This design comes from an exercise in tuning for small area on the open sky130 flow, not from production work.
In this exercise RTL edits were held to simulation tests only and were not proved equivalent to the original.
The flow treats the clock pin as an ideal source, which a real chip does not have.
Power and IR drop assume default switching activity.

==> nickel <==
Design axi_xdma_st_data_chk_slave_stream, start of the top module:
module axi_xdma_st_data_chk_slave_stream #(
    parameter int          C_S_AXIS_TDATA_WIDTH  = 128,
    parameter int          NUMBER_OF_INPUT_WORDS = 64,
    parameter logic [15:0] BP_LFSR_SEED          = 16'hACE1
) (
    input  logic                              S_AXIS_ACLK,
    input  logic                              S_AXIS_ARESETN,
    input  logic                              S_AXIS_TVALID,
    input  logic [C_S_AXIS_TDATA_WIDTH-1:0]   S_AXIS_TDATA,
    input  logic [C_S_AXIS_TDATA_WIDTH/8-1:0] S_AXIS_TSTRB,
    input  logic                              S_AXIS_TLAST,
    output logic                              S_AXIS_TREADY,
    input  logic [31:0]                       config_reg0,
    input  logic [31:0]                       config_reg1,
    input  logic [31:0]                       config_reg2,
    output logic [63:0]                       beat_count,
    output logic [31:0]                       pkt_count,
    output logic [31:0]                       data_err_count,
    output logic [31:0]                       tlast_err_count,
    output logic                              first_err_valid,
    output logic [C_S_AXIS_TDATA_WIDTH-1:0]   first_err_data,
    output logic [C_S_AXIS_TDATA_WIDTH-1:0]   first_err_expected,
    output logic [31:0]                       first_err_beat
);
clock: 6.0 ns
lec_check: 0
abc_area: 1
cap_margin: 20
core_area: 2 2 194 194
die_area: 0 0 196 196
slew_margin: 20
buffer_ports_args: -buffer_cell sky130_fd_sc_hd__buf_1
cts_args: -sink_clustering_enable -repair_clock_nets -dont_use_dummy_load -buf_list {sky130_fd_sc_hd__clkbuf_8} -sink_clustering_size 16 -sink_clustering_max_diameter 50
recover_power: 100
standard.sh (not shown) runs the stock make flow with config.mk's settings and CLKGATE_MAP_FILE= SYNTH_SCRIPT=/design/flow/synth_recipe.tcl, a recipe that flattens the netlist after the stock synthesis.
==> flow/flow/run.sh <==
#!/bin/bash
set -euo pipefail
if [[ -f flow/extra.mk ]]; then cat flow/extra.mk >> config.mk; fi
rm -rf scripts && cp -r "$FLOW_HOME/scripts" scripts
cp flow/abc_area.script scripts/abc_area.script
if [[ -f flow/global_route.tcl ]]; then cp flow/global_route.tcl scripts/global_route.tcl; fi
SCRIPTS_DIR="$PWD/scripts" bash standard.sh > standard.log 2>&1
==> flow/flow/abc_area.script <==
&get -n
&st
&dch
&nf -a
&put
topo
stime -c
dnsize -c
==> flow/flow/extra.mk <==
export BUFFER_PORTS_ARGS = -buffer_cell sky130_fd_sc_hd__buf_1
export CTS_ARGS = -sink_clustering_enable -repair_clock_nets -dont_use_dummy_load -buf_list {sky130_fd_sc_hd__clkbuf_8} -sink_clustering_size 16 -sink_clustering_max_diameter 50
export ADDER_MAP_FILE =
export RECOVER_POWER = 100
==> flow/flow/global_route.tcl <==
utl::set_metrics_stage "globalroute__{}"
source $::env(SCRIPTS_DIR)/load.tcl
erase_non_stage_variables grt
load_design 4_cts.odb 4_cts.sdc

# This proc is here to allow us to use 'return' to return early from this
# file which is sourced
proc global_route_helper { } {
  source_step_tcl PRE GLOBAL_ROUTE

  set res_aware ""
  append_env_var res_aware ENABLE_RESISTANCE_AWARE -resistance_aware 0

  proc do_global_route { res_aware } {
    set all_args [concat [list \
      -congestion_report_file $::global_route_congestion_report] \
      $::env(GLOBAL_ROUTE_ARGS) {*}$res_aware]

    log_cmd global_route {*}$all_args
  }
  set additional_args ""
  append_env_var additional_args dbProcessNode -db_process_node 1
  append_env_var additional_args VIA_IN_PIN_MIN_LAYER -via_in_pin_bottom_layer 1
  append_env_var additional_args VIA_IN_PIN_MAX_LAYER -via_in_pin_top_layer 1

  log_cmd pin_access {*}$additional_args

  set result [catch { do_global_route $res_aware } errMsg]

  if { $result != 0 } {
    if { !$::env(GENERATE_ARTIFACTS_ON_FAILURE) } {
      orfs_write_db $::env(RESULTS_DIR)/5_1_grt-failed.odb
      error $errMsg
    }
    orfs_write_sdc $::env(RESULTS_DIR)/5_1_grt.sdc
    orfs_write_db $::env(RESULTS_DIR)/5_1_grt.odb
    return
  }

  set_placement_padding -global \
    -left $::env(CELL_PAD_IN_SITES_DETAIL_PLACEMENT) \
    -right $::env(CELL_PAD_IN_SITES_DETAIL_PLACEMENT)

  set_propagated_clock [all_clocks]
  log_cmd estimate_parasitics -global_routing

  if { [env_var_exists_and_non_empty DONT_USE_CELLS] } {
    set_dont_use $::env(DONT_USE_CELLS)
  }

  if { !$::env(SKIP_INCREMENTAL_REPAIR) } {
    if { $::env(DETAILED_METRICS) } {
      report_metrics 5 "global route pre repair design"
    }

    # Repair design using global route parasitics
    repair_design_helper
    if { $::env(DETAILED_METRICS) } {
      report_metrics 5 "global route post repair design"
    }

    # Running DPL to fix overlapped instances
    # Run to get modified net by DPL
    log_cmd global_route -start_incremental
    log_cmd detailed_placement
    # Route only the modified net by DPL
    log_cmd global_route -end_incremental {*}$res_aware \
      -congestion_report_file $::env(REPORTS_DIR)/congestion_post_repair_design.rpt

    # Repair timing using global route parasitics
    puts "Repair setup and hold violations..."
    log_cmd estimate_parasitics -global_routing

    repair_timing_helper

    if { $::env(DETAILED_METRICS) } {
      report_metrics 5 "global route post repair timing"
    }

    # Running DPL to fix overlapped instances
    # Run to get modified net by DPL
    log_cmd global_route -start_incremental
    log_cmd detailed_placement
    # Route only the modified net by DPL
    log_cmd global_route -end_incremental {*}$res_aware \
      -congestion_report_file $::env(REPORTS_DIR)/congestion_post_repair_timing.rpt
  }


  log_cmd global_route -start_incremental
  recover_power_helper
  # the power recovery's downsizing can leave slew violations; repair them
  if { $::env(RECOVER_POWER) != 0 } {
    repair_design_helper
  }
  # Route the modified nets by rsz journal restore
  log_cmd global_route -end_incremental {*}$res_aware \
    -congestion_report_file $::env(REPORTS_DIR)/congestion_post_recover_power.rpt

  if {
    !$::env(SKIP_ANTENNA_REPAIR) &&
    [env_var_exists_and_non_empty MAX_REPAIR_ANTENNAS_ITER_GRT]
  } {
    puts "Repair antennas..."
    repair_antennas -iterations $::env(MAX_REPAIR_ANTENNAS_ITER_GRT)
    check_placement -verbose
    check_antennas -report_file $::env(REPORTS_DIR)/grt_antennas.log
  }

  puts "Estimate parasitics..."
  log_cmd estimate_parasitics -global_routing

  report_metrics 5 "global route"

  # Write SDC to results with updated clock periods that are just failing.
  # Use make target update_sdc_clock to install the updated sdc.
  source [file join $::env(SCRIPTS_DIR) "write_ref_sdc.tcl"]

  write_guides $::env(RESULTS_DIR)/route.guide
  source_step_tcl POST GLOBAL_ROUTE
  orfs_write_db $::env(RESULTS_DIR)/5_1_grt.odb
  orfs_write_sdc $::env(RESULTS_DIR)/5_1_grt.sdc
}

global_route_helper
==> cedar (differences from nickel) <==
--- a/flow/design.v
+++ b/flow/design.v
@@ -98,13 +98,13 @@
     assign p1  = config_reg1 & {32{~rst & config_reg0[5]}};
     assign p2  = config_reg2 & {32{~rst & config_reg0[5]}};
     assign en    = act & ~m3;
     assign a     = en & m0;
     assign b     = en & m1;
-    assign sel_t = r_seed & ~m3;
-    assign sel_e = ~ld & ~r_seed;
-    assign cin   = b | ld | (r_seed & m3);   
+    assign sel_t = en & r_seed;
+    assign sel_e = ~ld & ~sel_t;
+    assign cin   = b | ld;                   
     logic [W-1:0] base, nexp;
     logic [63:0]  y, gp, pp, hq, hpre;
     logic         c64;
     logic [63:0] G, P;
     always_comb begin
@@ -124,24 +124,21 @@
             for (int i = 3 * 2**l - 1; i < 64; i += 2**(l+1))
                 G[i] = G[i] | (P[i] & G[i - 2**l]);
         nexp[0] = pp[0] ^ cin;
         for (int i = 1; i < 64; i++) nexp[i] = pp[i] ^ G[i-1];
         c64 = G[63];
-        hq   = base[127:64] ^ {64{m1}};
-        hpre = pre_and64(hq) & {64{en & (c64 ^ m1)}};
+        hq   = base[127:64] ^ {64{b}};
+        hpre = pre_and64(hq) & {64{c64 ^ b}};
         nexp[127:64] = base[127:64] ^ hpre;
     end
     logic neq, derr, at_last, terr, cap, hold;
     assign neq     = |(S_AXIS_TDATA ^ r_expected);
     assign derr    = (chk & ~m3 & neq) | ~(&S_AXIS_TSTRB);
     assign at_last = &r_beat_idx;
     assign terr    = S_AXIS_TLAST ^ at_last;
     assign cap     = act & derr & ~r_first_err_valid;
     assign hold    = ~ld & ~cap;
-    logic  cap_e, cap_1;
-    assign cap_e   = cap & ~r_seed;
-    assign cap_1   = cap & r_seed;
     logic [63:0] beat_t, beat_pre;
     logic [31:0] pkt_t, derr_t, terr_t;
     logic [63:0] pkt_pre, derr_pre, terr_pre;
     logic        derr_full, terr_full;
     assign beat_pre  = pre_and64(r_beat_count);
@@ -171,11 +168,11 @@
         r_beat_count      <= ld ? {p2, p1} : (r_beat_count ^ beat_t);
         r_pkt_count       <= ld ? p2 : (r_pkt_count ^ pkt_t);
         r_data_err_count  <= ld ? p1 : (r_data_err_count ^ derr_t);
         r_tlast_err_count <= ld ? p2 : (r_tlast_err_count ^ terr_t);
         r_first_err_valid    <= ~ld & (r_first_err_valid | (act & derr));
-        r_first_err_data     <= {W{~ld}} & (r_first_err_data | ({W{cap}} & S_AXIS_TDATA));
-        r_first_err_expected <= {W{~ld}} & (r_first_err_expected | ({W{cap_e}} & r_expected) | {{(W-1){1'b0}}, cap_1});
-        r_first_err_beat     <= {32{~ld}} & (r_first_err_beat | ({32{cap}} & r_beat_count[31:0]));
+        r_first_err_data     <= ({W{cap}} & S_AXIS_TDATA) | ({W{hold}} & r_first_err_data);
+        r_first_err_expected <= ({W{cap}} & r_expected) | ({W{hold}} & r_first_err_expected);
+        r_first_err_beat     <= ({32{cap}} & r_beat_count[31:0]) | ({32{hold}} & r_first_err_beat);
         r_beat_idx <= (ld | (act & S_AXIS_TLAST)) ? 6'd0 : (act ? r_beat_idx + 6'd1 : r_beat_idx);
     end
 endmodule
==> flow/flow/run.sh (replaced) <==
#!/bin/bash
set -euo pipefail
if [[ -f flow/extra.mk ]]; then cat flow/extra.mk >> config.mk; fi
bash standard.sh > standard.log 2>&1
==> flow/flow/extra.mk (replaced) <==
export BUFFER_PORTS_ARGS = -buffer_cell sky130_fd_sc_hd__buf_1
- ABC_AREA: 1 -> unset
- CORE_AREA: 2 2 194 194 -> unset
- CORE_MARGIN: unset -> 2
- CORE_UTILIZATION: unset -> 30
- CTS_ARGS: -sink_clustering_enable -repair_clock_nets -dont_use_dummy_load -buf_list {sky130_fd_sc_hd__clkbuf_8} -sink_clustering_size 16 -sink_clustering_max_diameter 50 -> unset
- CTS_BUF_LIST: unset -> sky130_fd_sc_hd__clkbuf_4
- DIE_AREA: 0 0 196 196 -> unset
- RECOVER_POWER: 100 -> unset
removed: flow/flow/abc_area.script
removed: flow/flow/global_route.tcl
==> summary of the runs <==
Sequential share of layout area: nickel is higher than cedar (7.0 points).
Of cedar and nickel, cedar has the higher count of clock-buffer cells in the layout (gap 203).
In nickel the combinational power is higher than in cedar, by about 30%.
Against nickel, the global-route usage of cedar is lower by 19 points.
In flip-flop and latch count, nickel and cedar do not differ.
In nickel the total power is lower than in cedar, by 19%.
Synthesized area: cedar is higher than nickel (16%).
Of cedar and nickel, nickel has the higher worst hold slack (gap 74 ps).
In nickel the register-to-register slack is better than in cedar, by 40 ps.
In nickel the clock power is smaller than in cedar, by about 50%.
Against cedar, the via count of nickel is lower by about 13%.
==> figures <==
item                                                                   nickel       cedar
Run status                                   no timing/DRC/antenna violations  no timing/DRC/antenna violations
Critical path fanouts, max                                                 43          22
Final clock skew                                                      62.5 ps      104 ps
DP HPWL                                                              66300 um    99200 um
Global-route wire length before repair                              132000 um   186000 um
Worst Setup Slack, final                                               389 ps      556 ps
Switching share of total power                                          0.269       0.280
Number of global-route vias before repair                               24300       28300
Cell Area, Synth                                                    25700 um2   29800 um2
Number of instances in the synthesized netlist                           2916        3802
Sequential cell fraction of total power                                 0.605       0.481
Die width                                                              196 um      319 um
Starting Density                                                        0.705       0.303
Final cell area excluding filler cells                              30100 um2   36500 um2
Final standard cell count with taps included and fillers excluded        4169        5986
Minimum period implied by the final worst setup slack                 5610 ps     5440 ps
Clk Latency, worst-skew pair                                           690 ps     1090 ps
Bufs w/o clock                                                            724         797
Worst flop-to-flop path startpoint                                    r_clear    r_tready
IR Drop Worst-Case VDD                                                 195 uV      147 uV
Cell Rows                                                                  70         115
Global-route usage over all layers                                      0.437       0.244
Worst EP required                                                     6520 ps     6940 ps

[re-timing with driven ports]
How much do the figures lean on ideal ports? The routed layouts below were timed once more, with nothing changed but the port constraints.
Step 1: set_driving_cell puts a clkbuf_16 on S_AXIS_ACLK and a buf_2 on each other input, an assumption about the parent block.
Step 2 times the ports against the registers' clock, not the clock port: input delays grow and output delays shrink by t, the midpoint of the rising clock arrivals with the driver on.
Slacks: no drivers / after step 1 / after step 2; pairs: no drivers / after step 1.
run | t (ns) | setup slack, ns | worst setup path after step 2
nickel | 0.712 | 0.389 / 0.294 / -0.417 | input to register
cedar | 1.102 | 0.556 / 0.556 / -0.293 | input to register
With both steps, setup timing fails in nickel and cedar, where it was met with ideal ports. For cedar, which loses most, drivers alone change the setup slack by 0.000 ns; drivers and shift together by -0.849 ns.
